What follows belongs to an exercise in optimizing a design on an open flow for small area, a short achievable clock period and few clock cycles per item; a production flow would make more cautious choices.
RTL that was checked went through simulation tests only; none was proved equivalent to the original.
No functional check of the RTL was part of run 1.

--- design/flow/config.mk ---
export PLATFORM = sky130hd
export DESIGN_NAME = idct_top
export DESIGN_NICKNAME = idct_top
export VERILOG_FILES = /design/flow/design.v
export SDC_FILE = /design/flow/constraint.sdc
export NUM_CORES = 4
export LEC_CHECK = 0
export CAP_MARGIN = 20
export CORE_MARGIN = 2
export CORE_UTILIZATION = 40
export SLEW_MARGIN = 20
--- design/flow/constraint.sdc ---
create_clock -name core_clock -period 14.0 [get_ports {Clock}]
set_input_delay 2.8000 -clock core_clock [delete_from_list [all_inputs] [get_ports {Clock}]]
set_output_delay 2.8000 -clock core_clock [all_outputs]
set_load 0.01 [all_outputs]
--- design/flow/design.v ---
`timescale 1ns/100ps
module idct_top (
	input logic Clock,
	input logic resetn,
	input logic start,
	input logic [5:0] block_col,
	input logic [4:0] block_row,
	input logic [15:0] SRAM_read_data,
	output logic [15:0] SRAM_write_data,
	output logic [17:0] SRAM_address,
	output logic SRAM_we_n,
	output logic done
);
	function automatic logic [11:0] cosv(input logic [2:0] k, input logic [2:0] j);
		case ({k, j})
			6'o00: cosv = 12'h5a8;   
			6'o01: cosv = 12'h5a8;   
			6'o02: cosv = 12'h5a8;   
			6'o03: cosv = 12'h5a8;   
			6'o04: cosv = 12'h5a8;   
			6'o05: cosv = 12'h5a8;   
			6'o06: cosv = 12'h5a8;   
			6'o07: cosv = 12'h5a8;   
			6'o10: cosv = 12'h7d8;   
			6'o11: cosv = 12'h6a6;   
			6'o12: cosv = 12'h471;   
			6'o13: cosv = 12'h18f;   
			6'o14: cosv = 12'he71;   
			6'o15: cosv = 12'hb8f;   
			6'o16: cosv = 12'h95a;   
			6'o17: cosv = 12'h828;   
			6'o20: cosv = 12'h764;   
			6'o21: cosv = 12'h30f;   
			6'o22: cosv = 12'hcf1;   
			6'o23: cosv = 12'h89c;   
			6'o24: cosv = 12'h89c;   
			6'o25: cosv = 12'hcf1;   
			6'o26: cosv = 12'h30f;   
			6'o27: cosv = 12'h764;   
			6'o30: cosv = 12'h6a6;   
			6'o31: cosv = 12'he71;   
			6'o32: cosv = 12'h828;   
			6'o33: cosv = 12'hb8f;   
			6'o34: cosv = 12'h471;   
			6'o35: cosv = 12'h7d8;   
			6'o36: cosv = 12'h18f;   
			6'o37: cosv = 12'h95a;   
			6'o40: cosv = 12'h5a8;   
			6'o41: cosv = 12'ha58;   
			6'o42: cosv = 12'ha58;   
			6'o43: cosv = 12'h5a8;   
			6'o44: cosv = 12'h5a8;   
			6'o45: cosv = 12'ha58;   
			6'o46: cosv = 12'ha58;   
			6'o47: cosv = 12'h5a8;   
			6'o50: cosv = 12'h471;   
			6'o51: cosv = 12'h828;   
			6'o52: cosv = 12'h18f;   
			6'o53: cosv = 12'h6a6;   
			6'o54: cosv = 12'h95a;   
			6'o55: cosv = 12'he71;   
			6'o56: cosv = 12'h7d8;   
			6'o57: cosv = 12'hb8f;   
			6'o60: cosv = 12'h30f;   
			6'o61: cosv = 12'h89c;   
			6'o62: cosv = 12'h764;   
			6'o63: cosv = 12'hcf1;   
			6'o64: cosv = 12'hcf1;   
			6'o65: cosv = 12'h764;   
			6'o66: cosv = 12'h89c;   
			6'o67: cosv = 12'h30f;   
			6'o70: cosv = 12'h18f;   
			6'o71: cosv = 12'hb8f;   
			6'o72: cosv = 12'h6a6;   
			6'o73: cosv = 12'h828;   
			6'o74: cosv = 12'h7d8;   
			6'o75: cosv = 12'h95a;   
			6'o76: cosv = 12'h471;   
			6'o77: cosv = 12'he71;   
			default: cosv = 12'h000;
		endcase
	endfunction
	function automatic logic [8:0] mul40(input logic [2:0] r);
		mul40 = {1'b0, r, 5'd0} + {3'd0, r, 3'd0};
	endfunction
	function automatic logic [2:0] ffs8(input logic [7:0] v);
		ffs8 = 3'd0;
		for (int n = 7; n >= 0; n--)
			if (v[n]) ffs8 = 3'(n);
	endfunction
	function automatic logic [7:0] above(input logic [2:0] r);
		for (int n = 0; n < 8; n++)
			above[n] = (3'(n) > r);
	endfunction
	typedef struct packed {
		logic v;
		logic isrow;    
		logic [2:0] k;  
		logic [2:0] m;  
		logic [1:0] p;  
		logic first;
		logic last;
		logic fin;      
	} desc_t;
	localparam logic [1:0] S_IDLE = 2'd0, S_ROW = 2'd2, S_COL = 2'd3;
	logic [1:0] state;
	logic [1:0] pass;
	logic [5:0] bcol;
	logic [4:0] brow;
	logic [13:0] base;       
	logic [63:0] mask;       
	logic [7:0] rmask;       
	logic [7:0] rnz;         
	logic [2:0] crow;        
	logic [7:0] colrem;      
	logic cur_v;
	logic rfirst;            
	logic [2:0] kcur;        
	logic [1:0] ci;          
	logic bubble;
	desc_t q1, q2, q3, q4, q5, q6, q7;
	desc_t d0;
	logic [7:0] erows;       
	logic [2:0] ccol;
	logic [7:0] colrem_n;
	logic row_done;
	logic [7:0] rows_after;
	logic [2:0] nrow;
	logic [2:0] frow;
	always_comb begin
		for (int n = 0; n < 8; n++)
			rnz[n] = |mask[n*8 +: 8];
		rmask = rnz | 8'd1;
		erows = (pass == 2'd0) ? 8'hff : rnz;
		ccol = ffs8(colrem);
		colrem_n = colrem & ~(8'd1 << ccol);
		row_done = (colrem_n == 8'd0);
		rows_after = erows & above(crow);
		nrow = ffs8(rows_after);
		frow = ffs8(rnz);
	end
	logic [7:0] kcand;
	logic [2:0] knxt;
	logic knxt_v;
	assign kcand = rmask & above(kcur);
	assign knxt = ffs8(kcand);
	assign knxt_v = |kcand;
	logic hold_v;
	logic commit_col;
	logic port_next;      
	logic mask_pending;   
	logic t_hazard;
	logic issue_row;
	logic issue_col;
	assign commit_col = q7.v && !q7.isrow && q7.last;
	assign port_next = commit_col || (q6.v && !q6.isrow && q6.last);
	assign mask_pending = (q1.v && q1.isrow) || (q2.v && q2.isrow) || (q3.v && q3.isrow)
		|| (q4.v && q4.isrow);
	assign t_hazard = (q1.v && q1.isrow && q1.last && q1.k == kcur)
		|| (q2.v && q2.isrow && q2.last && q2.k == kcur)
		|| (q3.v && q3.isrow && q3.last && q3.k == kcur);
	assign issue_row = (state == S_ROW) && !port_next && cur_v;
	assign issue_col = (state == S_COL) && !bubble && !t_hazard
		&& !((pass == 2'd0) && mask_pending);
	always_comb begin
		d0 = '0;
		if (issue_row) begin
			d0.v = 1'b1;
			d0.isrow = 1'b1;
			d0.k = crow;
			d0.m = ccol;
			d0.p = pass;
			d0.first = rfirst;
			d0.last = row_done;
		end else if (issue_col) begin
			d0.v = 1'b1;
			d0.k = kcur;
			d0.m = {1'b0, ci};
			d0.p = pass;
			d0.first = (kcur == 3'd0);
			d0.last = !knxt_v;
			d0.fin = !knxt_v && (ci == 2'd3) && (pass == 2'd3);
		end
	end
	always_ff @(posedge Clock or negedge resetn) begin
		if (!resetn) begin
			state <= S_IDLE;
			pass <= 2'd0;
			crow <= 3'd0;
			colrem <= 8'd0;
			cur_v <= 1'b0;
			rfirst <= 1'b1;
			kcur <= 3'd0;
			ci <= 2'd0;
			bubble <= 1'b0;
			q1 <= '0;
			q2 <= '0;
			q3 <= '0;
			q4 <= '0;
			q5 <= '0;
			q6 <= '0;
			q7 <= '0;
		end else begin
			q1 <= d0;
			q2 <= q1;
			q3 <= q2;
			q4 <= q3;
			q5 <= q4;
			q6 <= q5;
			q7 <= q6;
			bubble <= 1'b0;
			case (state)
				S_ROW: begin
					if (issue_row) begin
						if (row_done) begin
							crow <= nrow;
							colrem <= (pass == 2'd0) ? 8'hff : mask[{nrow, 3'b000} +: 8];
							rfirst <= 1'b1;
							if (rows_after == 8'd0) begin
								cur_v <= 1'b0;
								state <= S_COL;
								kcur <= 3'd0;
								ci <= 2'd0;
							end
						end else begin
							colrem <= colrem_n;
							rfirst <= 1'b0;
						end
					end else if (!cur_v) begin
						state <= S_COL;
						kcur <= 3'd0;
						ci <= 2'd0;
					end
				end
				S_COL: begin
					if (issue_col) begin
						if (!knxt_v) begin
							kcur <= 3'd0;
							bubble <= (kcur == 3'd0);   
							ci <= ci + 2'd1;
							if (ci == 2'd3) begin
								if (pass == 2'd3) begin
									state <= S_IDLE;
								end else begin
									pass <= pass + 2'd1;
									state <= S_ROW;
									crow <= frow;
									colrem <= mask[{frow, 3'b000} +: 8];
									cur_v <= |rnz;
									rfirst <= 1'b1;
								end
							end
						end else begin
							kcur <= knxt;
						end
					end
				end
				default: begin
					if (start) begin
						state <= S_ROW;
						pass <= 2'd0;
						crow <= 3'd0;
						colrem <= 8'hff;
						cur_v <= 1'b1;
						rfirst <= 1'b1;
					end
				end
			endcase
		end
	end
	always_ff @(posedge Clock) begin
		if (state == S_IDLE && start) begin
			bcol <= block_col;
			brow <= block_row;
		end
		base <= {brow, 8'd0} + {3'd0, brow, 6'd0} + {8'd0, bcol};
	end
	logic [15:0] tbuf_a [0:7];
	logic [15:0] tbuf_b [0:7];
	logic [15:0] op_a;
	logic [15:0] op_b;
	logic [11:0] c_a;
	logic [11:0] c_b;
	always_ff @(posedge Clock) begin
		if (!q4.v) begin
			op_a <= 16'd0;
			op_b <= 16'd0;
		end else if (q4.isrow) begin
			op_a <= SRAM_read_data;
			op_b <= SRAM_read_data;
		end else begin
			op_a <= tbuf_a[q4.k];
			op_b <= tbuf_b[q4.k];
		end
		if (q4.isrow) begin
			c_a <= cosv(q4.m, {q4.p, 1'b0});
			c_b <= cosv(q4.m, {q4.p, 1'b1});
		end else begin
			c_a <= cosv(q4.k, q4.m);
			c_b <= cosv(q4.k, q4.m);
		end
		if (q4.v && q4.isrow && q4.p == 2'd0) begin
			mask <= {(SRAM_read_data != 16'd0), mask[63:1]};
		end
	end
	function automatic logic [61:0] mul_cs(input logic [15:0] x, input logic [11:0] c);
		logic [30:0] pp [0:6];
		logic [30:0] s1, c1, s2, c2, s3, c3, s4, c4, s5, c5;
		logic [2:0] bits;
		logic [17:0] mag;
		logic [17:0] sel;
		logic neg;
		pp[6] = 31'd0;
		for (int i = 0; i < 6; i++) begin
			bits = {c[2*i+1], c[2*i], (i == 0) ? 1'b0 : c[2*i-1]};
			case (bits)
				3'b001, 3'b010: mag = {{2{x[15]}}, x};
				3'b011: mag = {x[15], x, 1'b0};
				3'b100: mag = {x[15], x, 1'b0};
				3'b101, 3'b110: mag = {{2{x[15]}}, x};
				default: mag = 18'd0;
			endcase
			neg = bits[2] && (bits != 3'b111);
			sel = neg ? ~mag : mag;
			pp[i] = 31'({{13{sel[17]}}, sel} << (2 * i));
			pp[6][2*i] = neg;
		end
		s1 = pp[0] ^ pp[1] ^ pp[2];
		c1 = ((pp[0] & pp[1]) | (pp[0] & pp[2]) | (pp[1] & pp[2])) << 1;
		s2 = pp[3] ^ pp[4] ^ pp[5];
		c2 = ((pp[3] & pp[4]) | (pp[3] & pp[5]) | (pp[4] & pp[5])) << 1;
		s3 = s1 ^ c1 ^ s2;
		c3 = ((s1 & c1) | (s1 & s2) | (c1 & s2)) << 1;
		s4 = c2 ^ pp[6] ^ s3;
		c4 = ((c2 & pp[6]) | (c2 & s3) | (pp[6] & s3)) << 1;
		s5 = s4 ^ c4 ^ c3;
		c5 = ((s4 & c4) | (s4 & c3) | (c4 & c3)) << 1;
		mul_cs = {s5, c5};
	endfunction
	logic [30:0] ps_a;
	logic [30:0] pc_a;
	logic [30:0] ps_b;
	logic [30:0] pc_b;
	always_ff @(posedge Clock) begin
		{ps_a, pc_a} <= mul_cs(op_a, c_a);
		{ps_b, pc_b} <= mul_cs(op_b, c_b);
	end
	function automatic logic [30:0] acc3(input logic [30:0] acc, input logic [30:0] s,
		input logic [30:0] c, input logic neg);
		logic [30:0] xs, xc, t, u;
		xs = s ^ {31{neg}};
		xc = c ^ {31{neg}};
		t = acc ^ xs ^ xc;
		u = {((acc[29:0] & xs[29:0]) | (acc[29:0] & xc[29:0]) | (xs[29:0] & xc[29:0])), neg};
		acc3 = t + u + {30'd0, neg};
	endfunction
	logic [30:0] acc_a;
	logic [30:0] acc_am;
	logic [30:0] acc_b;
	logic [30:0] acc_bm;
	logic [30:0] acc_a0;
	logic [30:0] acc_am0;
	logic [30:0] acc_b0;
	logic [30:0] acc_bm0;
	logic kodd;
	assign kodd = q6.k[0];
	assign acc_a0 = q6.first ? 31'd0 : acc_a;
	assign acc_am0 = q6.first ? 31'd0 : acc_am;
	assign acc_b0 = q6.first ? 31'd0 : acc_b;
	assign acc_bm0 = q6.first ? 31'd0 : acc_bm;
	always_ff @(posedge Clock) begin
		acc_a <= acc3(acc_a0, ps_a, pc_a, 1'b0);
		acc_b <= acc3(acc_b0, ps_b, pc_b, 1'b0);
		acc_am <= acc3(acc_am0, ps_a, pc_a, kodd);
		acc_bm <= acc3(acc_bm0, ps_b, pc_b, kodd);
	end
	function automatic logic [15:0] sat16(input logic [30:0] a);
		if (!a[30] && (|a[29:23])) sat16 = 16'h7fff;
		else if (a[30] && !(&a[29:23])) sat16 = 16'h8000;
		else sat16 = a[23:8];
	endfunction
	function automatic logic [7:0] clip8(input logic [30:0] a);
		if (a[30]) clip8 = 8'd0;
		else if (|a[29:24]) clip8 = 8'd255;
		else clip8 = a[23:16];
	endfunction
	always_ff @(posedge Clock) begin
		if (q7.v && q7.isrow && q7.last) begin
			tbuf_a[q7.k] <= sat16(acc_a);
			tbuf_b[q7.k] <= sat16(acc_b);
		end
	end
	logic [15:0] hold_data;
	logic [15:0] hold_addr;
	logic hold_fin;
	logic [13:0] w1_hi;
	logic [13:0] w2_hi;
	logic [14:0] rd_hi;
	assign w1_hi = base + 14'(mul40(q7.m));
	assign w2_hi = base + 14'(mul40(3'd7 - q7.m));
	assign rd_hi = 15'(base) + 15'd9600 + 15'(mul40(q1.k));
	always_ff @(posedge Clock or negedge resetn) begin
		if (!resetn) begin
			SRAM_we_n <= 1'b1;
			done <= 1'b0;
			hold_v <= 1'b0;
			hold_fin <= 1'b0;
		end else begin
			SRAM_we_n <= 1'b1;
			done <= 1'b0;
			hold_v <= 1'b0;
			if (commit_col) begin
				SRAM_we_n <= 1'b0;
				hold_v <= 1'b1;
				hold_fin <= q7.fin;
			end else if (hold_v) begin
				SRAM_we_n <= 1'b0;
				done <= hold_fin;
			end
		end
	end
	always_ff @(posedge Clock) begin
		if (commit_col) begin
			SRAM_address <= {2'b00, w1_hi, q7.p};
			SRAM_write_data <= {clip8(acc_a), clip8(acc_b)};
			hold_addr <= {w2_hi, q7.p};
			hold_data <= {clip8(acc_am), clip8(acc_bm)};
		end else if (hold_v) begin
			SRAM_address <= {2'b00, hold_addr};
			SRAM_write_data <= hold_data;
		end else if (q1.v && q1.isrow) begin
			SRAM_address <= {rd_hi, q1.m};
		end
	end
endmodule
--- design/flow/run.sh ---
#!/bin/bash
# synth_recipe.tcl (not shown) runs the flow's synth.tcl, then flattens the netlist and writes it again
# the make line also repeats each setting of config.mk as NAME=value (left out here)
make -C /OpenROAD-flow-scripts/flow DESIGN_CONFIG=/design/flow/config.mk WORK_HOME=/design/flow/orfs CLKGATE_MAP_FILE= SYNTH_SCRIPT=/design/flow/synth_recipe.tcl finish
==> results of run 1 <==
-- placed cells by master, fill, tap and decap left out, types with 25 or more instances in the layout --
cell and n:
clkdlybuf4s50_1 64, edfxtp_1 395, a211oi_1 88, o21ai_0 230, nor2b_1 151, inv_1 211, clkbuf_16 92, mux4_2 67
fa_1 271, nand2_1 330, ha_1 244, a22oi_1 54, mux2i_1 68, nor2_1 386, xor2_1 229, a31oi_1 61
a21o_1 67, a221oi_1 25, o31ai_1 26, dfxtp_1 308, nand2b_1 42, a21oi_1 239, o21a_1 54, nor3_1 51
nor4_1 25, buf_4 60, dfrtp_1 109, xnor2_1 200, nand3_1 52
-- flip-flops by register name, indices dropped and copies added (netlist names), 31 cells and up --
register,cells
tbuf_a,128
tbuf_b,128
mask,64
acc_a,31
acc_am,31
acc_b,31
acc_bm,31
-- routing by layer --
layer	part of all wire [%]	global-route usage [%]	vias to the layer above
li1	-	-	16200
met3	5.9	2.79	184
met5	0.0085	0	-
met4	2.3	5.00	2
met1	46	29.4	16900
met2	46	32.0	1126
-- cell type report --
class	instances	area [sq um]	area share [%]
clock inverter	36	415	0.757
multi-input combinational	3297	26900	49.0
antenna	3	7.51	0.0137
timing repair buffer	126	1110	2.03
clock buffer	132	2620	4.78
sequential	820	21000	38.2
inverter	216	811	1.48
tap	1637	2050	3.73
-- critical path, delay by kind of cell, from the launching register on --
kind	cells	cell delay [ns]
xor gates and xnor gates	2	0.41
adders and majority gates	2	0.86
DFF	1	0.94
AOI/OAI and AO/OA	9	2.37
buffers and inverters	1	0.88
-- Yosys cell counts, drive strengths merged, types with 54 or more instances --
master / n
xnor2: 200
buf: 59
a21o: 67
dfrtp: 115
fa: 271
nand2: 331
clkbuf: 211
a21oi: 241
o21a: 54
a211oi: 88
nor2: 400
ha: 244
dfxtp: 308
mux4: 67
a31oi: 62
inv: 212
nor3: 54
a22oi: 54
o21ai: 245
xor2: 229
mux2i: 68
nor2b: 151
edfxtp: 395
-- kinds of logic (layout without fill, tap and decap cells) --
logic type	after synthesis	after routing	synth area share, %
mux	147	147	4.69
flops	820	820	42.3
buf+inv	486	510	3.72
fa+ha+maj	518	518	17.2
other cells	0	3	0
compound gates	1042	1042	13.6
simple gates	1161	1161	10.9
xor+xnor	429	429	7.58
-- stage by stage --
| stage | std cells | hold slack (ns) |
|---|---|---|
| 2_1_floorplan | 4603 | 0.323 |
| 3_3_place_gp | 6095 | 0.326 |
| 3_5_place_dp | 6095 | 0.327 |
| 4_1_cts | 6263 | 0.342 |
| 5_1_grt | 6264 | 0.347 |
| 6_report | 6267 | 0.340 |
-- worst paths after layout --
path / end / slack, ns / start / cells after the start
min in group asynchronous: colrem[7] / 2.05 / resetn / 1
hold / removal: q7[6] / 0.34 / q6[6] / 0
max in group asynchronous: q4[10] / 10.69 / resetn / 2
setup reg to reg: acc_bm[29] / 8.46 / q6[8] / 14
hold reg to reg: q7[6] / 0.34 / q6[6] / 0
setup / recovery: acc_bm[29] / 8.46 / q6[8] / 14
==> summary.md, run 1 <==
| Metric | Value |
|---|---|
| Status | `no timing/DRC/antenna violations` |
| CTS tree | `done` |
| Hold Path Class | `reg -> reg` |
| Final WS setup | `8.46 ns` |
| Min Clock Period, post-route | `5.54 ns` |
| CP Capture Type | `flip-flop` |
| #FFs+latches synth | `820` |
| Slew Viols, Final | `0` |
| Setup TNS | `0 ns` |
| Worst-Margin Slew | `1.15 ns` |
| Filler Cell Count | `11,500` |
| Area delta synth->final | `10.7%` |
| Final Hold Fails | `0` |
| Post-Synthesis Cell Area | `49,600 sq um` |
| Root Driver | `clkbuf_16` |
| # IOs | `66` |
| Period utilization | `39.6%` |
| Slowest CP cell | `dfrtp_4` |
| Vias per cell | `5.49` |
| Placed Area | `51,800 sq um` |
| Die width | `356 um` |
| Total Routing Usage GR | `20.3%` |
| Die Span Y | `356 um` |
| Yosys Warn Count | `3` |
| Relative slew slack | `22.8%` |
| Fraction of registers with async set or reset after synthesis | `14.3%` |
| Synth top area cells | `edfxtp_1, dfxtp_1, fa_1` |
| Post-DP HPWL | `92,900 um` |
| Seq/Total Area, Yosys | `42.3%` |
| # resized after CTS | `0` |
| Synthesized instance count | `4,603` |
| Initial Util | `40.2%` |
| Drt initial violations | `3,147` |
| Ys flop type | `edfxtp_1` |
| Via total after detailed routing | `34,400` |
| Max-cap viol count | `0` |
| WP data arrival | `6.15 ns` |
| Kind of critical path | `reg -> reg` |
| CTS H-tree lvls | `3` |
| Vias in the first global route | `33,700` |
| Die Area | `127,000 sq um` |
| Wire per inst | `20.6 um` |
| Global-route wire length before repair | `202,000 um` |
| Clock latency (worst-skew pair) | `0.71 ns` |
| Antenna viol nets, final | `0` |
| Site row count | `129` |
| Place WS | `8.47 ns` |
| Worst-path cell chain | `buf_4 > xor2_1 > fa_1 > ha_1 > a21o_1 > o21ai_0 > a21oi_1 > o31ai_1 > o211ai_1 > o41ai_1 > o211a_1 > o21bai_1 > a21oi_1 > xnor2_1` |
| Fin area | `54,900 sq um` |
| Synth top area share | `23.9%` |
| Clk sinks | `820` |
| Final WL | `129,000 um` |
| Clock-pin transition on the worst setup and hold timing paths | `0.06 ns` |
| Nets | `5,095` |
| Core area | `123,000 sq um` |
| Worst-case clock skew | `0.0616 ns` |
| RSZ-0062 raised after global routing | `false` |
| Clk buf depth | `3` |
| Mean Syn Cell Area | `10.8 sq um` |
| Initial antenna violation count | `4` |
| I/O Buffers | `65` |
| Post-CTS Setup Inserts | `0` |
| Startpoint types | `flip-flop` |
| Grt total ovfl | `0` |
| Critical path's most frequent cell | `a21oi_1` |
| DR DRC count | `0` |
| Final Setup Violations | `0` |
| Pre-antenna DRT Iters | `5` |
| Fmax | `181 MHz` |
| Layout cell share with drive strength beyond 1 | `7.22%` |
| Synth unique cells | `96` |
| CP max FO | `68` |
| Layout Utilization | `44.5%` |
| Post-synth EDFFs | `395` |
| Synth area leader | `edfxtp_1` |
| Worst Path Required | `14.61 ns` |
| GPL Wtd Cong | `0.903` |
| CP max stage delay | `0.94 ns` |
| Largest net degree at the start of global routing | `76` |
| CTS Buf Count | `89` |
| Post-Syn Nets | `5,148` |
| Hold Buf Count CTS | `0` |
==> run 2, diff against run 1 <==
--- a/design/flow/design.v
+++ b/design/flow/design.v
@@ -128,8 +128,6 @@
 	logic [2:0] nrow;
 	logic [2:0] frow;
 	always_comb begin
-		for (int n = 0; n < 8; n++)
-			rnz[n] = |mask[n*8 +: 8];
 		rmask = rnz | 8'd1;
 		erows = (pass == 2'd0) ? 8'hff : rnz;
 		ccol = ffs8(colrem);
@@ -154,8 +152,8 @@
 	logic issue_col;
 	assign commit_col = q7.v && !q7.isrow && q7.last;
 	assign port_next = commit_col || (q6.v && !q6.isrow && q6.last);
-	assign mask_pending = (q1.v && q1.isrow) || (q2.v && q2.isrow) || (q3.v && q3.isrow)
-		|| (q4.v && q4.isrow);
+	assign mask_pending = ((q1.v && q1.isrow) || (q2.v && q2.isrow) || (q3.v && q3.isrow)
+		|| (q4.v && q4.isrow)) && (kcand[6:0] == 7'd0);
 	assign t_hazard = (q1.v && q1.isrow && q1.last && q1.k == kcur)
 		|| (q2.v && q2.isrow && q2.last && q2.k == kcur)
 		|| (q3.v && q3.isrow && q3.last && q3.k == kcur);
@@ -193,21 +191,21 @@
 			kcur <= 3'd0;
 			ci <= 2'd0;
 			bubble <= 1'b0;
-			q1 <= '0;
-			q2 <= '0;
-			q3 <= '0;
-			q4 <= '0;
-			q5 <= '0;
-			q6 <= '0;
-			q7 <= '0;
+			q1.v <= 1'b0;
+			q2.v <= 1'b0;
+			q3.v <= 1'b0;
+			q4.v <= 1'b0;
+			q5.v <= 1'b0;
+			q6.v <= 1'b0;
+			q7.v <= 1'b0;
 		end else begin
-			q1 <= d0;
-			q2 <= q1;
-			q3 <= q2;
-			q4 <= q3;
-			q5 <= q4;
-			q6 <= q5;
-			q7 <= q6;
+			q1.v <= d0.v;
+			q2.v <= q1.v;
+			q3.v <= q2.v;
+			q4.v <= q3.v;
+			q5.v <= q4.v;
+			q6.v <= q5.v;
+			q7.v <= q6.v;
 			bubble <= 1'b0;
 			case (state)
 				S_ROW: begin
@@ -269,6 +267,22 @@
 		end
 	end
 	always_ff @(posedge Clock) begin
+		{q1.isrow, q1.k, q1.m, q1.p, q1.first, q1.last, q1.fin}
+			<= {d0.isrow, d0.k, d0.m, d0.p, d0.first, d0.last, d0.fin};
+		{q2.isrow, q2.k, q2.m, q2.p, q2.first, q2.last, q2.fin}
+			<= {q1.isrow, q1.k, q1.m, q1.p, q1.first, q1.last, q1.fin};
+		{q3.isrow, q3.k, q3.m, q3.p, q3.first, q3.last, q3.fin}
+			<= {q2.isrow, q2.k, q2.m, q2.p, q2.first, q2.last, q2.fin};
+		{q4.isrow, q4.k, q4.m, q4.p, q4.first, q4.last, q4.fin}
+			<= {q3.isrow, q3.k, q3.m, q3.p, q3.first, q3.last, q3.fin};
+		{q5.isrow, q5.k, q5.m, q5.p, q5.first, q5.last, q5.fin}
+			<= {q4.isrow, q4.k, q4.m, q4.p, q4.first, q4.last, q4.fin};
+		{q6.isrow, q6.k, q6.m, q6.p, q6.first, q6.last, q6.fin}
+			<= {q5.isrow, q5.k, q5.m, q5.p, q5.first, q5.last, q5.fin};
+		{q7.isrow, q7.k, q7.m, q7.p, q7.first, q7.last, q7.fin}
+			<= {q6.isrow, q6.k, q6.m, q6.p, q6.first, q6.last, q6.fin};
+	end
+	always_ff @(posedge Clock) begin
 		if (state == S_IDLE && start) begin
 			bcol <= block_col;
 			brow <= block_row;
@@ -301,6 +315,7 @@
 		end
 		if (q4.v && q4.isrow && q4.p == 2'd0) begin
 			mask <= {(SRAM_read_data != 16'd0), mask[63:1]};
+			rnz[q4.k] <= (SRAM_read_data != 16'd0) || (rnz[q4.k] && q4.m != 3'd0);
 		end
 	end
 	function automatic logic [61:0] mul_cs(input logic [15:0] x, input logic [11:0] c);
@@ -391,13 +406,14 @@
 		end
 	end
 	logic [15:0] hold_data;
-	logic [15:0] hold_addr;
+	logic [2:0] hold_m;
+	logic [1:0] hold_p;
 	logic hold_fin;
 	logic [13:0] w1_hi;
 	logic [13:0] w2_hi;
 	logic [14:0] rd_hi;
 	assign w1_hi = base + 14'(mul40(q7.m));
-	assign w2_hi = base + 14'(mul40(3'd7 - q7.m));
+	assign w2_hi = base + 14'(mul40(hold_m));
 	assign rd_hi = 15'(base) + 15'd9600 + 15'(mul40(q1.k));
 	always_ff @(posedge Clock or negedge resetn) begin
 		if (!resetn) begin
@@ -408,11 +424,10 @@
 		end else begin
 			SRAM_we_n <= 1'b1;
 			done <= 1'b0;
-			hold_v <= 1'b0;
+			hold_v <= commit_col;
+			hold_fin <= commit_col && q7.fin;
 			if (commit_col) begin
 				SRAM_we_n <= 1'b0;
-				hold_v <= 1'b1;
-				hold_fin <= q7.fin;
 			end else if (hold_v) begin
 				SRAM_we_n <= 1'b0;
 				done <= hold_fin;
@@ -420,16 +435,18 @@
 		end
 	end
 	always_ff @(posedge Clock) begin
+		hold_m <= 3'd7 - q7.m;
+		hold_p <= q7.p;
+		hold_data <= {clip8(acc_am), clip8(acc_bm)};
 		if (commit_col) begin
 			SRAM_address <= {2'b00, w1_hi, q7.p};
 			SRAM_write_data <= {clip8(acc_a), clip8(acc_b)};
-			hold_addr <= {w2_hi, q7.p};
-			hold_data <= {clip8(acc_am), clip8(acc_bm)};
 		end else if (hold_v) begin
-			SRAM_address <= {2'b00, hold_addr};
+			SRAM_address <= {2'b00, w2_hi, hold_p};
 			SRAM_write_data <= hold_data;
-		end else if (q1.v && q1.isrow) begin
+		end else begin
 			SRAM_address <= {rd_hi, q1.m};
+			SRAM_write_data <= hold_data;
 		end
 	end
 endmodule
==> design/flow/flow/run.sh (new file) <==
#!/bin/bash
set -euo pipefail
cd "$(dirname "${BASH_SOURCE[0]}")/.."
bash standard.sh SETUP_SLACK_MARGIN=9.8 finish > flow_standard.log 2>&1
==> design/flow/standard.sh (new file) <==
#!/bin/bash
# synth_recipe.tcl (not shown) runs the flow's synth.tcl, then flattens the netlist and writes it again
# the make line also repeats each setting of config.mk as NAME=value (left out here)
make -C /OpenROAD-flow-scripts/flow DESIGN_CONFIG=/design/flow/config.mk WORK_HOME=/design/flow/orfs CLKGATE_MAP_FILE= SYNTH_SCRIPT=/design/flow/synth_recipe.tcl "${@:-finish}"
--- a/design/flow/config.mk
+++ b/design/flow/config.mk
@@ -5,6 +5,7 @@
 export SDC_FILE = /design/flow/constraint.sdc
 export NUM_CORES = 4
 export LEC_CHECK = 0
+export ABC_AREA = 1
 export CAP_MARGIN = 20
 export CORE_MARGIN = 2
 export CORE_UTILIZATION = 40
removed: design/flow/run.sh
==> run 2 against run 1 <==
  * Cell count up 10%
  * Sequential share of layout area down 0.83 points
  * Largest cell class unchanged
  * Global-route usage up 0.88 points
==> summary.md, run 2 <==
| Metric | Value |
|---|---|
| Status | `no timing/DRC/antenna violations` |
| Kind of critical path | `reg -> out` |
| Fmax | `237 MHz (+31%)` |
| Worst Path Required | `11.20 ns (-3.41 ns)` |
| Most frequent cell after synthesis | `nand2_1` |
| GPL Wtd Cong | `0.915 (+1.3%)` |
| Root Driver | `clkbuf_16` |
| Filler Cell Count | `11,400 (-0.41%)` |
| Area delta synth->final | `11.6%` |
| Synth top area share | `21.1% (-2.9 points)` |
| CTS Buf Count | `93 (+4.5%)` |
| Site row count | `127 (-1.6%)` |
| Max-cap viol count | `0 (unchanged)` |
| Die Area | `124,000 sq um (-2.5%)` |
| Startpoint types | `flip-flop` |
| Initial antenna violation count | `3 (-1)` |
| # IOs | `66 (unchanged)` |
| Post-Synthesis Cell Area | `48,300 sq um (-2.5%)` |
| #FFs+latches synth | `829 (+1.1%)` |
| Hold Path Class | `reg -> reg` |
| Synth area leader | `edfxtp_1` |
| Post-DP HPWL | `95,800 um (+3.2%)` |
| Delay-heaviest family, CP | `flip-flops` |
| Commonest non-fill, non-tap cell in the layout | `nand2_1` |
| Pre-antenna DRT Iters | `5 (unchanged)` |
| Die Span Y | `352 um (-1.2%)` |
| Grt total ovfl | `0 (unchanged)` |
| Period utilization | `30.1% (-9.5 points)` |
| I/O Buffers | `65 (unchanged)` |
| Clk sinks | `829 (+1.1%)` |
| Clock-pin transition on the worst setup and hold timing paths | `0.06 ns (about the same)` |
| CP Capture Type | `output pin` |
| Post-synth EDFFs | `339 (-14%)` |
| Min Clock Period, post-route | `4.21 ns (-1.33 ns)` |
| Regs by FF count | `tbuf_a x128, tbuf_b x128, mask x64` |
| Hold Buf Count CTS | `0 (unchanged)` |
| Global-route wire length before repair | `205,000 um (+1.8%)` |
| Total Routing Usage GR | `21.2% (+0.88 points)` |
| CP max FO | `1 (-99%)` |
| Commonest non-fill, non-tap cells in the layout | `nand2_1, inv_1, nor2_1` |
| Vias in the first global route | `35,800 (+6.5%)` |
| Die width | `352 um (-1.2%)` |
| WP buf/inv | `1 (unchanged)` |
| Initial Util | `40.3% (+0.094 points)` |
| Worst-path cell chain | `buf_6` |
| Synthesized instance count | `5,242 (+14%)` |
| Via total after detailed routing | `36,400 (+6.0%)` |
| Nets | `5,780 (+13%)` |
| Slew Viols, Final | `0 (unchanged)` |
| Mean Syn Cell Area | `9.22 sq um (-14%)` |
| Vias per cell | `5.26 (-4.1%)` |
| Worst-Margin Slew | `1.24 ns (+0.0882 ns)` |
| Yosys Warn Count | `3 (unchanged)` |
| Layout cell share with drive strength beyond 1 | `5.12% (-2.1 points)` |
| Fraction of registers with async set or reset after synthesis | `4.10% (-10 points)` |
| Core area | `120,000 sq um (-2.7%)` |
| Seq/Total Area, Yosys | `41.7% (-0.57 points)` |
| Post-synth top cells | `nand2_1, inv_1, nor2_1, dfxtp_1, xor2_1` |
| Drt initial violations | `3,254 (+3.4%)` |
| Antenna viol nets, final | `0 (unchanged)` |
| Final Hold Fails | `0 (unchanged)` |
| Synth top area cells | `edfxtp_1, dfxtp_1, fa_1` |
| Synth unique cells | `64 (-33%)` |
| WP data arrival | `1.41 ns (-4.74 ns)` |
| CP max stage delay | `0.62 ns (-0.32 ns)` |
| Ys flop type | `dfxtp_1` |
| Final Setup Violations | `0 (unchanged)` |
| Wire per inst | `18.9 um (-8.3%)` |
| Clk buf depth | `3 (unchanged)` |
| Clock latency (worst-skew pair) | `0.68 ns (-0.03 ns)` |
| CTS tree | `done` |
| Largest net degree at the start of global routing | `95 (+25%)` |
| Setup TNS | `0 ns (unchanged)` |
| Final WL | `131,000 um (+1.3%)` |
| CTS H-tree lvls | `3 (unchanged)` |
| RSZ-0062 raised after global routing | `true` |
| DR DRC count | `0 (unchanged)` |
| Slowest CP cell | `dfstp_2` |
| Post-Syn Nets | `5,788 (+12%)` |
| Worst-case clock skew | `0.0352 ns (-0.0263 ns)` |
| Relative slew slack | `17.2% (-5.6 points)` |
## run 2: cell count changes after synthesis, sizes merged, moves of 67 or more
cell and delta:
a211oi -82, dfrtp -83, dfxtp +148, inv +439, mux2i -67, mux4 -67, nand2 +326, nand3 +108
nor2 +146, nor2b -151, o21ai +121, o22ai +195, xnor2 -144, xor2 +152
## run 2: final timing paths
check	cells past startpoint	slack, ns	end	from
min	0	0.32	q4[4]	q3[4]
min in group asynchronous	1	2.22	done	resetn
max reg2reg	9	10.05	ps_b[27]	c_b[1]
max in group asynchronous	1	11.22	colrem[1]	resetn
max	1	9.79	SRAM_we_n	SRAM_we_n
min reg2reg	0	0.32	q4[4]	q3[4]
## run 2: per-layer routing
| layer | track usage [%] | part of all wire (%) |
|---|---|---|
| met3 | 2.83 | 6.4 |
| met5 | 0 | 0 |
| met2 | 32.6 | 44 |
| met4 | 6.18 | 2.6 |
| met1 | 30.9 | 47 |
## run 2: layout make-up
type | instances | area, sq um | area share, %
antenna | 2 | 5.00 | 0.00928
clock buffer | 124 | 2610 | 4.84
clock inverter | 48 | 619 | 1.15
inverter | 655 | 2460 | 4.56
multi-input combinational | 3548 | 25000 | 46.4
sequential | 829 | 20200 | 37.4
tap | 1612 | 2020 | 3.74
timing repair buffer | 107 | 1000 | 1.85
## run 2: repair_timing
action / CTS / global route
buffers inserted: 1 / 2
hold endpoints to repair: 0 / 0
resized for setup: 46 / 12
endpoints found under the setup margin: 71 / 27
## run 2: metrics by stage
step / instances / instance area, sq um / util (%) / worst slack (ns) / hold slack [ns]
2_1_floorplan: 5242 / 48300 / - / 9.88 / 0.310
3_3_place_gp: 6747 / 50600 / 42.1 / 9.14 / 0.310
3_5_place_dp: 6747 / 50600 / 42.2 / 9.12 / 0.312
4_1_cts: 6920 / 53800 / 44.8 / 9.60 / 0.321
5_1_grt: 6923 / 53900 / 44.9 / 9.76 / 0.325
6_report: 6925 / 53900 / 44.9 / 9.79 / 0.320
## run 2: cells by family after synthesis
family / count (synthesis) / share of synthesized area [%]
compound gates: 1047 / 12.6
buf+inv: 865 / 6.82
xor+xnor: 437 / 7.92
flops: 829 / 41.7
mux: 1 / 0.0207
fa+ha+maj: 518 / 17.6
simple gates: 1545 / 13.3
Testbench counts of run 2, summed over its fixed seeds: cycles 51,417, blocks 256.
==> run 3, diff against run 2 <==
--- a/design/flow/design.v
+++ b/design/flow/design.v
@@ -100,7 +100,6 @@
 		logic [1:0] p;  
 		logic first;
 		logic last;
-		logic fin;      
 	} desc_t;
 	localparam logic [1:0] S_IDLE = 2'd0, S_ROW = 2'd2, S_COL = 2'd3;
 	logic [1:0] state;
@@ -177,7 +176,6 @@
 			d0.p = pass;
 			d0.first = (kcur == 3'd0);
 			d0.last = !knxt_v;
-			d0.fin = !knxt_v && (ci == 2'd3) && (pass == 2'd3);
 		end
 	end
 	always_ff @(posedge Clock or negedge resetn) begin
@@ -267,20 +265,20 @@
 		end
 	end
 	always_ff @(posedge Clock) begin
-		{q1.isrow, q1.k, q1.m, q1.p, q1.first, q1.last, q1.fin}
-			<= {d0.isrow, d0.k, d0.m, d0.p, d0.first, d0.last, d0.fin};
-		{q2.isrow, q2.k, q2.m, q2.p, q2.first, q2.last, q2.fin}
-			<= {q1.isrow, q1.k, q1.m, q1.p, q1.first, q1.last, q1.fin};
-		{q3.isrow, q3.k, q3.m, q3.p, q3.first, q3.last, q3.fin}
-			<= {q2.isrow, q2.k, q2.m, q2.p, q2.first, q2.last, q2.fin};
-		{q4.isrow, q4.k, q4.m, q4.p, q4.first, q4.last, q4.fin}
-			<= {q3.isrow, q3.k, q3.m, q3.p, q3.first, q3.last, q3.fin};
-		{q5.isrow, q5.k, q5.m, q5.p, q5.first, q5.last, q5.fin}
-			<= {q4.isrow, q4.k, q4.m, q4.p, q4.first, q4.last, q4.fin};
-		{q6.isrow, q6.k, q6.m, q6.p, q6.first, q6.last, q6.fin}
-			<= {q5.isrow, q5.k, q5.m, q5.p, q5.first, q5.last, q5.fin};
-		{q7.isrow, q7.k, q7.m, q7.p, q7.first, q7.last, q7.fin}
-			<= {q6.isrow, q6.k, q6.m, q6.p, q6.first, q6.last, q6.fin};
+		{q1.isrow, q1.k, q1.m, q1.p, q1.first, q1.last}
+			<= {d0.isrow, d0.k, d0.m, d0.p, d0.first, d0.last};
+		{q2.isrow, q2.k, q2.m, q2.p, q2.first, q2.last}
+			<= {q1.isrow, q1.k, q1.m, q1.p, q1.first, q1.last};
+		{q3.isrow, q3.k, q3.m, q3.p, q3.first, q3.last}
+			<= {q2.isrow, q2.k, q2.m, q2.p, q2.first, q2.last};
+		{q4.isrow, q4.k, q4.m, q4.p, q4.first, q4.last}
+			<= {q3.isrow, q3.k, q3.m, q3.p, q3.first, q3.last};
+		{q5.isrow, q5.k, q5.m, q5.p, q5.first, q5.last}
+			<= {q4.isrow, q4.k, q4.m, q4.p, q4.first, q4.last};
+		{q6.isrow, q6.k, q6.m, q6.p, q6.first, q6.last}
+			<= {q5.isrow, q5.k, q5.m, q5.p, q5.first, q5.last};
+		{q7.isrow, q7.k, q7.m, q7.p, q7.first, q7.last}
+			<= {q6.isrow, q6.k, q6.m, q6.p, q6.first, q6.last};
 	end
 	always_ff @(posedge Clock) begin
 		if (state == S_IDLE && start) begin
@@ -325,7 +323,7 @@
 		logic [17:0] mag;
 		logic [17:0] sel;
 		logic neg;
-		pp[6] = 31'd0;
+		pp[6] = 31'h75560000;   
 		for (int i = 0; i < 6; i++) begin
 			bits = {c[2*i+1], c[2*i], (i == 0) ? 1'b0 : c[2*i-1]};
 			case (bits)
@@ -337,7 +335,7 @@
 			endcase
 			neg = bits[2] && (bits != 3'b111);
 			sel = neg ? ~mag : mag;
-			pp[i] = 31'({{13{sel[17]}}, sel} << (2 * i));
+			pp[i] = 31'({~sel[17], sel[16:0]} << (2 * i));
 			pp[6][2*i] = neg;
 		end
 		s1 = pp[0] ^ pp[1] ^ pp[2];
@@ -409,29 +407,23 @@
 	logic [2:0] hold_m;
 	logic [1:0] hold_p;
 	logic hold_fin;
-	logic [13:0] w1_hi;
-	logic [13:0] w2_hi;
+	logic [13:0] w_hi;
 	logic [14:0] rd_hi;
-	assign w1_hi = base + 14'(mul40(q7.m));
-	assign w2_hi = base + 14'(mul40(hold_m));
+	assign w_hi = base + 14'(mul40(commit_col ? q7.m : hold_m));
 	assign rd_hi = 15'(base) + 15'd9600 + 15'(mul40(q1.k));
+	logic we;
+	assign SRAM_we_n = !we;
 	always_ff @(posedge Clock or negedge resetn) begin
 		if (!resetn) begin
-			SRAM_we_n <= 1'b1;
+			we <= 1'b0;
 			done <= 1'b0;
 			hold_v <= 1'b0;
 			hold_fin <= 1'b0;
 		end else begin
-			SRAM_we_n <= 1'b1;
-			done <= 1'b0;
+			we <= commit_col || hold_v;
+			done <= hold_v && hold_fin;
 			hold_v <= commit_col;
-			hold_fin <= commit_col && q7.fin;
-			if (commit_col) begin
-				SRAM_we_n <= 1'b0;
-			end else if (hold_v) begin
-				SRAM_we_n <= 1'b0;
-				done <= hold_fin;
-			end
+			hold_fin <= commit_col && q7.m[1:0] == 2'd3 && q7.p == 2'd3;
 		end
 	end
 	always_ff @(posedge Clock) begin
@@ -439,10 +431,10 @@
 		hold_p <= q7.p;
 		hold_data <= {clip8(acc_am), clip8(acc_bm)};
 		if (commit_col) begin
-			SRAM_address <= {2'b00, w1_hi, q7.p};
+			SRAM_address <= {2'b00, w_hi, q7.p};
 			SRAM_write_data <= {clip8(acc_a), clip8(acc_b)};
 		end else if (hold_v) begin
-			SRAM_address <= {2'b00, w2_hi, hold_p};
+			SRAM_address <= {2'b00, w_hi, hold_p};
 			SRAM_write_data <= hold_data;
 		end else begin
 			SRAM_address <= {rd_hi, q1.m};
==> design/flow/flow/run.sh (replaced) <==
#!/bin/bash
# Own layout flow: the standard ORFS flow (standard.sh: unchanged synthesis, floorplan,
# placement, CTS and routing) with two make variables changed:
#  - SETUP_SLACK_MARGIN: the timing-repair steps keep working until the setup slack is this
#    large, so paths are repaired well inside the 14 ns clock;
set -euo pipefail
cd "$(dirname "${BASH_SOURCE[0]}")/.."
bash standard.sh SETUP_SLACK_MARGIN=9.95 "BUFFER_PORTS_ARGS=-buffer_cell sky130_fd_sc_hd__buf_2" finish > flow_standard.log 2>&1
--- a/design/flow/config.mk
+++ b/design/flow/config.mk
@@ -8,5 +8,5 @@
 export ABC_AREA = 1
 export CAP_MARGIN = 20
 export CORE_MARGIN = 2
-export CORE_UTILIZATION = 40
+export CORE_UTILIZATION = 65
 export SLEW_MARGIN = 20
==> run 3 against run 2 <==
  * Clock-buffer cell count decreased by 13
  * Worst hold slack got worse by 0.00051 ns
  * First-iteration DRC count decreased by 2.9%
  * Synthesized area decreased by 3.1%
  * Setup slack improved by 0.22 ns
  * Global-route usage increased by 12 points
==> summary.md, run 3 <==
| Metric | Value |
|---|---|
| DR DRC count | `0 (unchanged)` |
| Synth unique cells | `65 (+1.6%)` |
| Post-DP HPWL | `87,100 um (-9.1%)` |
| Post-synth EDFFs | `339 (unchanged)` |
| Most frequent cell after synthesis | `nand2_1` |
| Synthesized instance count | `5,084 (-3.0%)` |
| Initial antenna violation count | `1 (-2)` |
| Area delta synth->final | `9.24%` |
| M1 WL | `52,700 um (-14%)` |
| Die Span Y | `272 um (-23%)` |
| Max-cap viol count | `0 (unchanged)` |
| Root Driver | `clkbuf_16` |
| Slew Viols, Final | `0 (unchanged)` |
| Worst-Margin Slew | `1.14 ns (-0.105 ns)` |
| CP Capture Type | `output pin` |
| Hold Buf Count CTS | `0 (unchanged)` |
| Final Hold Fails | `0 (unchanged)` |
| Startpoint types | `flip-flop` |
| Fmax | `251 MHz (+5.6%)` |
| Post-Synthesis Cell Area | `46,800 sq um (-3.1%)` |
| CTS tree | `done` |
| CTS H-tree lvls | `3 (unchanged)` |
| Nets | `5,605 (-3.0%)` |
| Sequential cell area | `20,000 sq um (-1.1%)` |
| Filler Cell Count | `5,474 (-52%)` |
| Setup TNS | `0 ns (unchanged)` |
| RSZ-0062 raised after global routing | `false` |
| Min Clock Period, post-route | `3.99 ns (-0.223 ns)` |
| Core area | `71,400 sq um (-41%)` |
| Worst Path Required | `11.20 ns (about the same)` |
| Met3 wire length | `10,100 um (+20%)` |
| Kind of critical path | `reg -> out` |
| CTS Buf Count | `86 (-7.5%)` |
| Ys flop type | `dfxtp_1` |
| Final hold slack | `0.320 ns (-0.000507 ns)` |
| Grt total ovfl | `0 (unchanged)` |
| Regs by FF count | `tbuf_a x128, tbuf_b x128, mask x64` |
| Period utilization | `28.5% (-1.6 points)` |
| Wire per inst | `19.9 um (+5.3%)` |
| Top routing layer in use | `met5` |
| Commonest non-fill, non-tap cells in the layout | `nand2_1, inv_1, nor2_1` |
| Yosys Warn Count | `3 (unchanged)` |
| Via total after detailed routing | `35,900 (-1.4%)` |
| Seq/Total Area, Yosys | `42.6% (+0.88 points)` |
| DR WL met2 | `54,600 um (-5.2%)` |
| Pre-antenna DRT Iters | `6 (+1)` |
| Drt initial violations | `3,160 (-2.9%)` |
| Synth area leader | `edfxtp_1` |
| Fraction of registers with async set or reset after synthesis | `4.16% (+0.055 points)` |
| Die width | `272 um (-23%)` |
| Worst-case clock skew | `0.0705 ns (+0.0352 ns)` |
| Site row count | `98 (-23%)` |
| Post-Syn Nets | `5,599 (-3.3%)` |
| Relative slew slack | `24.2% (+7.0 points)` |
| #FFs+latches synth | `818 (-1.3%)` |
| Post-synth top cells | `nand2_1, inv_1, nor2_1, dfxtp_1, xor2_1` |
| Clock-pin transition on the worst setup and hold timing paths | `0.06 ns (about the same)` |
| Layout cell share with drive strength beyond 1 | `6.55% (+1.4 points)` |
| WP data arrival | `1.19 ns (-0.22 ns)` |
| GPL Wtd Cong | `0.980 (+7.1%)` |
| Antenna viol nets, final | `0 (unchanged)` |
| Commonest non-fill, non-tap cell in the layout | `nand2_1` |
| CP max FO | `1 (unchanged)` |
| Hold Path Class | `reg -> reg` |
| Inserted Diodes | `0 (-2)` |
| Mean Syn Cell Area | `9.21 sq um (-0.14%)` |
| Synth top area share | `21.7% (+0.68 points)` |
| Clock latency (worst-skew pair) | `0.69 ns (about the same)` |
| Final WL | `121,000 um (-7.0%)` |
| Synth top area cells | `edfxtp_1, dfxtp_1, fa_1` |
| Clk sinks | `818 (-1.3%)` |
| Final WS setup | `10.01 ns (+0.223 ns)` |
| I/O Buffers | `65 (unchanged)` |
| Status | `no timing/DRC/antenna violations` |
| Die Area | `74,200 sq um (-40%)` |
| Initial Util | `65.6% (+25 points)` |
| Total Routing Usage GR | `32.8% (+12 points)` |
| Final Setup Violations | `0 (unchanged)` |
| Area of the multi-input gates | `23,900 sq um (-4.6%)` |
| Global-route wire length before repair | `191,000 um (-6.8%)` |
| Place WS | `9.37 ns (+0.247 ns)` |
| Largest net degree at the start of global routing | `79 (-17%)` |
| # IOs | `66 (unchanged)` |
| Clk buf depth | `3 (unchanged)` |
| Vias per cell | `5.88 (+12%)` |
| Vias in the first global route | `34,800 (-2.9%)` |
run 3: path summary, 6_finish.rpt:
| check | startpoint | to | slack (ns) | cells after the start |
|---|---|---|---|---|
| max in group asynchronous | resetn | pass[0] | 11.25 | 1 |
| worst min-delay path | q3[3] | q4[3] | 0.32 | 0 |
| worst max register to register | c_a[1] | ps_a[10] | 10.05 | 10 |
| worst max-delay path | we | SRAM_we_n | 10.01 | 2 |
| min in group asynchronous | resetn | crow[1] | 2.22 | 1 |
| worst min register to register | q3[3] | q4[3] | 0.32 | 0 |
run 3: stage by stage:
| step | cell area, sq um | instances | util, % |
|---|---|---|---|
| after floorplan | 46800 | 5084 | - |
| after global placement | 47900 | 5941 | 67.1 |
| after detailed placement | 47900 | 5941 | 67.1 |
| after CTS | 51000 | 6103 | 71.5 |
| after global routing | 51100 | 6113 | 71.7 |
| final | 51100 | 6113 | 71.7 |
run 3: area by class of cell:
| cell class | count | area share (%) |
|---|---|---|
| multi-input cells | 3464 | 46.7 |
| well taps | 950 | 2.32 |
| flip-flops and latches | 818 | 39.0 |
| inverters | 600 | 4.43 |
| clock inverters | 50 | 1.40 |
| repair buffers | 120 | 1.54 |
| clock buffers | 111 | 4.61 |
run 3: cells by family (layout without fill, tap and decap cells):
logic type	Yosys count	count (layout)	share of synthesized area [%]
AOI/OAI and AO/OA	1035	1035	12.8
xor gates and xnor gates	430	430	8.04
adders and majority gates	485	485	16.6
and+or+nand+nor	1514	1514	13.4
buffers and inverters	802	881	6.61
DFF	818	818	42.6
run 3: what timing repair did:
item | in CTS | in global routing
resized for setup | 8 | 11
buffers inserted | 1 | 10
endpoints found under the hold margin | 0 | 0
setup endpoints to repair | 57 | 36
cloned | 0 | 0
run 3: critical path: stages (launching register included):
cell and delay, ns:
dfrtp_1 0.36, inv_1 0.04, buf_2 0.12
run 3: routing by layer:
| layer | global-route usage (%) | up-vias |
|---|---|---|
| li1 | - | 17000 |
| met3 | 5.42 | 263 |
| met2 | 51.0 | 1611 |
| met4 | 11.7 | 2 |
| met5 | 0 | - |
| met1 | 46.8 | 17000 |
Testbench counts of run 3, summed over its fixed seeds: cycles 51,417, blocks 256.
==> run 4, diff against run 3 <==
--- a/design/flow/design.v
+++ b/design/flow/design.v
@@ -117,7 +117,7 @@
 	logic [2:0] kcur;        
 	logic [1:0] ci;          
 	logic bubble;
-	desc_t q1, q2, q3, q4, q5, q6, q7;
+	desc_t q1, q2, q3, q4, q5, q6;
 	desc_t d0;
 	logic [7:0] erows;       
 	logic [2:0] ccol;
@@ -144,19 +144,19 @@
 	assign knxt_v = |kcand;
 	logic hold_v;
 	logic commit_col;
-	logic port_next;      
+	logic port_busy;      
 	logic mask_pending;   
 	logic t_hazard;
 	logic issue_row;
 	logic issue_col;
-	assign commit_col = q7.v && !q7.isrow && q7.last;
-	assign port_next = commit_col || (q6.v && !q6.isrow && q6.last);
-	assign mask_pending = ((q1.v && q1.isrow) || (q2.v && q2.isrow) || (q3.v && q3.isrow)
-		|| (q4.v && q4.isrow)) && (kcand[6:0] == 7'd0);
+	assign commit_col = q6.v && !q6.isrow && q6.last;
+	assign port_busy = commit_col || hold_v;
+	assign mask_pending = ((q1.v && q1.isrow) || (q2.v && q2.isrow) || (q3.v && q3.isrow))
+		&& (kcand[6:0] == 7'd0);
 	assign t_hazard = (q1.v && q1.isrow && q1.last && q1.k == kcur)
 		|| (q2.v && q2.isrow && q2.last && q2.k == kcur)
 		|| (q3.v && q3.isrow && q3.last && q3.k == kcur);
-	assign issue_row = (state == S_ROW) && !port_next && cur_v;
+	assign issue_row = (state == S_ROW) && !port_busy && cur_v;
 	assign issue_col = (state == S_COL) && !bubble && !t_hazard
 		&& !((pass == 2'd0) && mask_pending);
 	always_comb begin
@@ -195,7 +195,6 @@
 			q4.v <= 1'b0;
 			q5.v <= 1'b0;
 			q6.v <= 1'b0;
-			q7.v <= 1'b0;
 		end else begin
 			q1.v <= d0.v;
 			q2.v <= q1.v;
@@ -203,7 +202,6 @@
 			q4.v <= q3.v;
 			q5.v <= q4.v;
 			q6.v <= q5.v;
-			q7.v <= q6.v;
 			bubble <= 1'b0;
 			case (state)
 				S_ROW: begin
@@ -277,8 +275,6 @@
 			<= {q4.isrow, q4.k, q4.m, q4.p, q4.first, q4.last};
 		{q6.isrow, q6.k, q6.m, q6.p, q6.first, q6.last}
 			<= {q5.isrow, q5.k, q5.m, q5.p, q5.first, q5.last};
-		{q7.isrow, q7.k, q7.m, q7.p, q7.first, q7.last}
-			<= {q6.isrow, q6.k, q6.m, q6.p, q6.first, q6.last};
 	end
 	always_ff @(posedge Clock) begin
 		if (state == S_IDLE && start) begin
@@ -294,26 +290,26 @@
 	logic [11:0] c_a;
 	logic [11:0] c_b;
 	always_ff @(posedge Clock) begin
-		if (!q4.v) begin
+		if (!q3.v) begin
 			op_a <= 16'd0;
 			op_b <= 16'd0;
-		end else if (q4.isrow) begin
+		end else if (q3.isrow) begin
 			op_a <= SRAM_read_data;
 			op_b <= SRAM_read_data;
 		end else begin
-			op_a <= tbuf_a[q4.k];
-			op_b <= tbuf_b[q4.k];
+			op_a <= tbuf_a[q3.k];
+			op_b <= tbuf_b[q3.k];
 		end
-		if (q4.isrow) begin
-			c_a <= cosv(q4.m, {q4.p, 1'b0});
-			c_b <= cosv(q4.m, {q4.p, 1'b1});
+		if (q3.isrow) begin
+			c_a <= cosv(q3.m, {q3.p, 1'b0});
+			c_b <= cosv(q3.m, {q3.p, 1'b1});
 		end else begin
-			c_a <= cosv(q4.k, q4.m);
-			c_b <= cosv(q4.k, q4.m);
+			c_a <= cosv(q3.k, q3.m);
+			c_b <= cosv(q3.k, q3.m);
 		end
-		if (q4.v && q4.isrow && q4.p == 2'd0) begin
+		if (q3.v && q3.isrow && q3.p == 2'd0) begin
 			mask <= {(SRAM_read_data != 16'd0), mask[63:1]};
-			rnz[q4.k] <= (SRAM_read_data != 16'd0) || (rnz[q4.k] && q4.m != 3'd0);
+			rnz[q3.k] <= (SRAM_read_data != 16'd0) || (rnz[q3.k] && q3.m != 3'd0);
 		end
 	end
 	function automatic logic [61:0] mul_cs(input logic [15:0] x, input logic [11:0] c);
@@ -376,11 +372,11 @@
 	logic [30:0] acc_b0;
 	logic [30:0] acc_bm0;
 	logic kodd;
-	assign kodd = q6.k[0];
-	assign acc_a0 = q6.first ? 31'd0 : acc_a;
-	assign acc_am0 = q6.first ? 31'd0 : acc_am;
-	assign acc_b0 = q6.first ? 31'd0 : acc_b;
-	assign acc_bm0 = q6.first ? 31'd0 : acc_bm;
+	assign kodd = q5.k[0];
+	assign acc_a0 = q5.first ? 31'd0 : acc_a;
+	assign acc_am0 = q5.first ? 31'd0 : acc_am;
+	assign acc_b0 = q5.first ? 31'd0 : acc_b;
+	assign acc_bm0 = q5.first ? 31'd0 : acc_bm;
 	always_ff @(posedge Clock) begin
 		acc_a <= acc3(acc_a0, ps_a, pc_a, 1'b0);
 		acc_b <= acc3(acc_b0, ps_b, pc_b, 1'b0);
@@ -398,9 +394,9 @@
 		else clip8 = a[23:16];
 	endfunction
 	always_ff @(posedge Clock) begin
-		if (q7.v && q7.isrow && q7.last) begin
-			tbuf_a[q7.k] <= sat16(acc_a);
-			tbuf_b[q7.k] <= sat16(acc_b);
+		if (q6.v && q6.isrow && q6.last) begin
+			tbuf_a[q6.k] <= sat16(acc_a);
+			tbuf_b[q6.k] <= sat16(acc_b);
 		end
 	end
 	logic [15:0] hold_data;
@@ -409,8 +405,9 @@
 	logic hold_fin;
 	logic [13:0] w_hi;
 	logic [14:0] rd_hi;
-	assign w_hi = base + 14'(mul40(commit_col ? q7.m : hold_m));
-	assign rd_hi = 15'(base) + 15'd9600 + 15'(mul40(q1.k));
+	assign w_hi = base + 14'(mul40(commit_col ? q6.m : hold_m));
+	assign rd_hi = {2'b00, brow, 8'd0} + {4'd0, brow, 6'd0} + {9'd0, bcol}
+		+ 15'd9600 + 15'(mul40(crow));
 	logic we;
 	assign SRAM_we_n = !we;
 	always_ff @(posedge Clock or negedge resetn) begin
@@ -423,21 +420,21 @@
 			we <= commit_col || hold_v;
 			done <= hold_v && hold_fin;
 			hold_v <= commit_col;
-			hold_fin <= commit_col && q7.m[1:0] == 2'd3 && q7.p == 2'd3;
+			hold_fin <= commit_col && q6.m[1:0] == 2'd3 && q6.p == 2'd3;
 		end
 	end
 	always_ff @(posedge Clock) begin
-		hold_m <= 3'd7 - q7.m;
-		hold_p <= q7.p;
+		hold_m <= 3'd7 - q6.m;
+		hold_p <= q6.p;
 		hold_data <= {clip8(acc_am), clip8(acc_bm)};
 		if (commit_col) begin
-			SRAM_address <= {2'b00, w_hi, q7.p};
+			SRAM_address <= {2'b00, w_hi, q6.p};
 			SRAM_write_data <= {clip8(acc_a), clip8(acc_b)};
 		end else if (hold_v) begin
 			SRAM_address <= {2'b00, w_hi, hold_p};
 			SRAM_write_data <= hold_data;
 		end else begin
-			SRAM_address <= {rd_hi, q1.m};
+			SRAM_address <= {rd_hi, ccol};
 			SRAM_write_data <= hold_data;
 		end
 	end
--- a/design/flow/flow/run.sh
+++ b/design/flow/flow/run.sh
@@ -5,4 +5,4 @@
 #    large, so paths are repaired well inside the 14 ns clock;
 set -euo pipefail
 cd "$(dirname "${BASH_SOURCE[0]}")/.."
-bash standard.sh SETUP_SLACK_MARGIN=9.95 "BUFFER_PORTS_ARGS=-buffer_cell sky130_fd_sc_hd__buf_2" finish > flow_standard.log 2>&1
+bash standard.sh SETUP_SLACK_MARGIN=10.0 "BUFFER_PORTS_ARGS=-buffer_cell sky130_fd_sc_hd__buf_2" finish > flow_standard.log 2>&1
--- a/design/flow/config.mk
+++ b/design/flow/config.mk
@@ -8,5 +8,5 @@
 export ABC_AREA = 1
 export CAP_MARGIN = 20
 export CORE_MARGIN = 2
-export CORE_UTILIZATION = 65
+export CORE_UTILIZATION = 70
 export SLEW_MARGIN = 20
==> run 4 against run 3 <==
  * Worst hold slack better by 0.0068 ns
  * Via count up 3.3%
  * Die area down 6.7%
  * Critical path depth unchanged
  * Synthesized cell count up 1.8%
  * Final area down 0.49%
  * Flip-flop and latch count down 12
  * Cell count down 0.28%
  * Synthesized area up 0.35%
  * Clock-buffer cell count up 7
==> summary.md, run 4 <==
| Metric | Value |
|---|---|
| Synth unique cells | `66 (+1.5%)` |
| Initial antenna violation count | `2 (+1)` |
| Core area | `66,100 sq um (-7.4%)` |
| CP max stage delay | `0.36 ns (about the same)` |
| CTS Buf Count | `83 (-3.5%)` |
| Drt initial violations | `4,538 (+44%)` |
| Seq/Total Area, Yosys | `41.9% (-0.67 points)` |
| # IOs | `66 (unchanged)` |
| Initial Util | `71.1% (+5.5 points)` |
| Commonest non-fill, non-tap cell in the layout | `nand2_1` |
| Clock-pin transition on the worst setup and hold timing paths | `0.06 ns (about the same)` |
| Hold Buf Count CTS | `0 (unchanged)` |
| Die Span Y | `263 um (-3.4%)` |
| Final Setup Violations | `0 (unchanged)` |
| Min-Delay Startpoint | `q4[7]` |
| Worst R2R End | `ps_a[10]` |
| Commonest non-fill, non-tap cells in the layout | `nand2_1, inv_1, nor2_1` |
| Die width | `263 um (-3.4%)` |
| Regs by FF count | `tbuf_a x128, tbuf_b x128, mask x64` |
| Area delta synth->final | `8.32%` |
| GPL Wtd Cong | `0.972 (-0.79%)` |
| Post-DP HPWL | `89,500 um (+2.8%)` |
| Place WS | `9.38 ns (+0.0139 ns)` |
| Largest net degree at the start of global routing | `87 (+10%)` |
| Final WS setup | `10.00 ns (-0.00810 ns)` |
| CP endpoint | `SRAM_we_n` |
| Via total after detailed routing | `37,100 (+3.3%)` |
| Antenna viol nets, final | `0 (unchanged)` |
| Slew Viols, Final | `0 (unchanged)` |
| Slowest CP cell | `dfrtp_1` |
| Yosys Warn Count | `3 (unchanged)` |
| Worst Setup SP | `we` |
| Global-route wire length before repair | `195,000 um (+2.3%)` |
| Register-to-register setup slack | `10.22 ns (+0.17 ns)` |
| Layout cell share with drive strength beyond 1 | `6.10% (-0.45 points)` |
| Kind of critical path | `reg -> out` |
| Status | `no timing/DRC/antenna violations` |
| Wire per inst | `20.5 um (+3.1%)` |
| Relative slew slack | `21.9% (-2.3 points)` |
| Synth top area cells | `edfxtp_1, dfxtp_1, fa_1` |
| Vias per cell | `6.09 (+3.6%)` |
| Hold Path Class | `reg -> reg` |
| Site row count | `94 (-4.1%)` |
| DP Cell Count | `5,934 (-0.12%)` |
| Pre-antenna DRT Iters | `7 (+1)` |
| Post-synth top cells | `nand2_1, inv_1, nor2_1, dfxtp_1, xor2_1` |
| Min Clock Period, post-route | `4.00 ns (+0.00810 ns)` |
| Ys flop type | `dfxtp_1` |
| Worst-Margin Slew | `1.17 ns (+0.0340 ns)` |
| DR DRC count | `0 (unchanged)` |
| Post-Synthesis Cell Area | `47,000 sq um (+0.35%)` |
| Worst-path cell chain | `inv_1 > buf_2` |
| Root Driver | `clkbuf_16` |
| #FFs+latches synth | `806 (-1.5%)` |
| Most frequent cell after synthesis | `nand2_1` |
| Clk buf depth | `3 (unchanged)` |
| Startpoint types | `flip-flop` |
| Final hold slack | `0.327 ns (+0.00684 ns)` |
| Launching point of the worst reg2reg path | `c_a[9]` |
| Total Routing Usage GR | `35.9% (+3.1 points)` |
| WP data arrival | `1.20 ns (about the same)` |
| Synth area leader | `edfxtp_1` |
| Vias in the first global route | `35,900 (+3.0%)` |
| RSZ-0062 raised after global routing | `true` |
| Worst r2r path cells | `10 (unchanged)` |
| Setup TNS | `0 ns (unchanged)` |
| Post-synth EDFFs | `339 (unchanged)` |
| CP max FO | `1 (unchanged)` |
| Grt total ovfl | `0 (unchanged)` |
| Synthesized instance count | `5,176 (+1.8%)` |
| Period utilization | `28.6% (+0.058 points)` |
| Die Area | `69,200 sq um (-6.7%)` |
| CP Capture Type | `output pin` |
| Final Hold Fails | `0 (unchanged)` |
| Synth top area share | `21.7% (-0.075 points)` |
| Clock latency (worst-skew pair) | `0.68 ns (about the same)` |
| Nets | `5,678 (+1.3%)` |
| Fraction of registers with async set or reset after synthesis | `4.09% (-0.062 points)` |
| Post-Syn Nets | `5,694 (+1.7%)` |
| Worst Path Required | `11.20 ns (about the same)` |
| CTS H-tree lvls | `3 (unchanged)` |
| CTS tree | `done` |
| Worst-case clock skew | `0.0596 ns (-0.0108 ns)` |
| I/O Buffers | `65 (unchanged)` |
| Fmax | `250 MHz (-0.20%)` |
| Clk sinks | `806 (-1.5%)` |
| Non-filler cells, final | `6,096 (-0.28%)` |
| Max-cap viol count | `0 (unchanged)` |
| Mean Syn Cell Area | `9.08 sq um (-1.4%)` |
| Final WL | `125,000 um (+2.8%)` |
[run 4: repair_timing]
action / in CTS / in global routing
gates resized for setup: 11 / 15
setup buffers: 2 / 2
pin swaps: 0 / 1
endpoints found under the setup margin: 69 / 44
[run 4: kinds of logic after synthesis]
group                    count (synthesis)  synth area share [%]
AND/OR/NAND/NOR                       1631                  14.4
buffers and inverters                  843                  6.92
AO/OA/AOI/OAI                          992                  12.4
XOR/XNOR                               416                  7.76
flip-flops                             806                  41.9
adder cells (fa/ha/maj)                488                  16.6
[run 4: final cells by class]
class / count / area, sq um
fillers: 4542 / 15200
diodes: 1 / 2.50
multi-input cells: 3527 / 24200
repair buffers: 105 / 689
inverters: 637 / 2400
flip-flops and latches: 806 / 19700
clock inverters: 38 / 488
well taps: 864 / 1080
clock buffers: 118 / 2340
[run 4: metal layers]
metal	track usage, %	part of all wire, %	vias up
met3	7.02	9.7	310
li1	-	-	17300
met5	0	0.010	-
met1	48.3	40	17600
met2	57.6	46	1947
met4	14.3	4.2	2
[run 4: worst max-delay path: cells and delay by family (launching register included)]
family	cells	cell delay, ns
flip-flops	1	0.36
buffers and inverters	2	0.17
[run 4: worst min-delay path by stage]
stage | to | depth (start not counted)
finish | q5[7] | 0
global route | q5[7] | 0
CTS | q5[1] | 0
detailed placement | q5[1] | 0
global placement | q6[8] | 0
floorplan | q2[1] | 0
[run 4: metrics by stage]
stage,utilization [%],cell area (sq um)
after global placement,72.5,47900
after detailed placement,72.5,47900
after CTS,76.9,50800
final,77.0,50900
after floorplan,-,47000
after global routing,77.0,50900
Testbench counts of run 4, summed over its fixed seeds: cycles 51,086, blocks 256.

## what the ideal ports hide
In the flow no input, the clock included, has a driving cell. The finished layouts below were timed again as built, in two steps. Step 1, drivers: a clkbuf_16 drives Clock and a buf_2 each remaining input, both assumed. Step 2 adds t to the input delays and takes it off the output delays; t is the mean of the earliest and latest rising clock arrival at the registers after step 1. Input paths then give back, and output paths get back, about the clock's delay inside the block. Three values: ideal ports, drivers, drivers and shift; two values: the first two.
| run | t (ns) | setup WS [ns] | slew at the worst register clock pin (ns) |
|---|---|---|---|
| run 1 | 0.750 | 8.461 / 8.461 / 8.461 | 0.07 / 0.07 |
| run 2 | 0.738 | 9.787 / 9.712 / 9.360 | 0.07 / 0.07 |
| run 3 | 0.719 | 10.011 / 9.942 / 9.620 | 0.07 / 0.07 |
| run 4 | 0.712 | 10.003 / 9.940 / 9.526 | 0.07 / 0.07 |
After both steps every run listed still meets setup and hold. For run 4, which loses most, drivers alone change the setup slack by -0.063 ns; drivers and shift together by -0.477 ns.
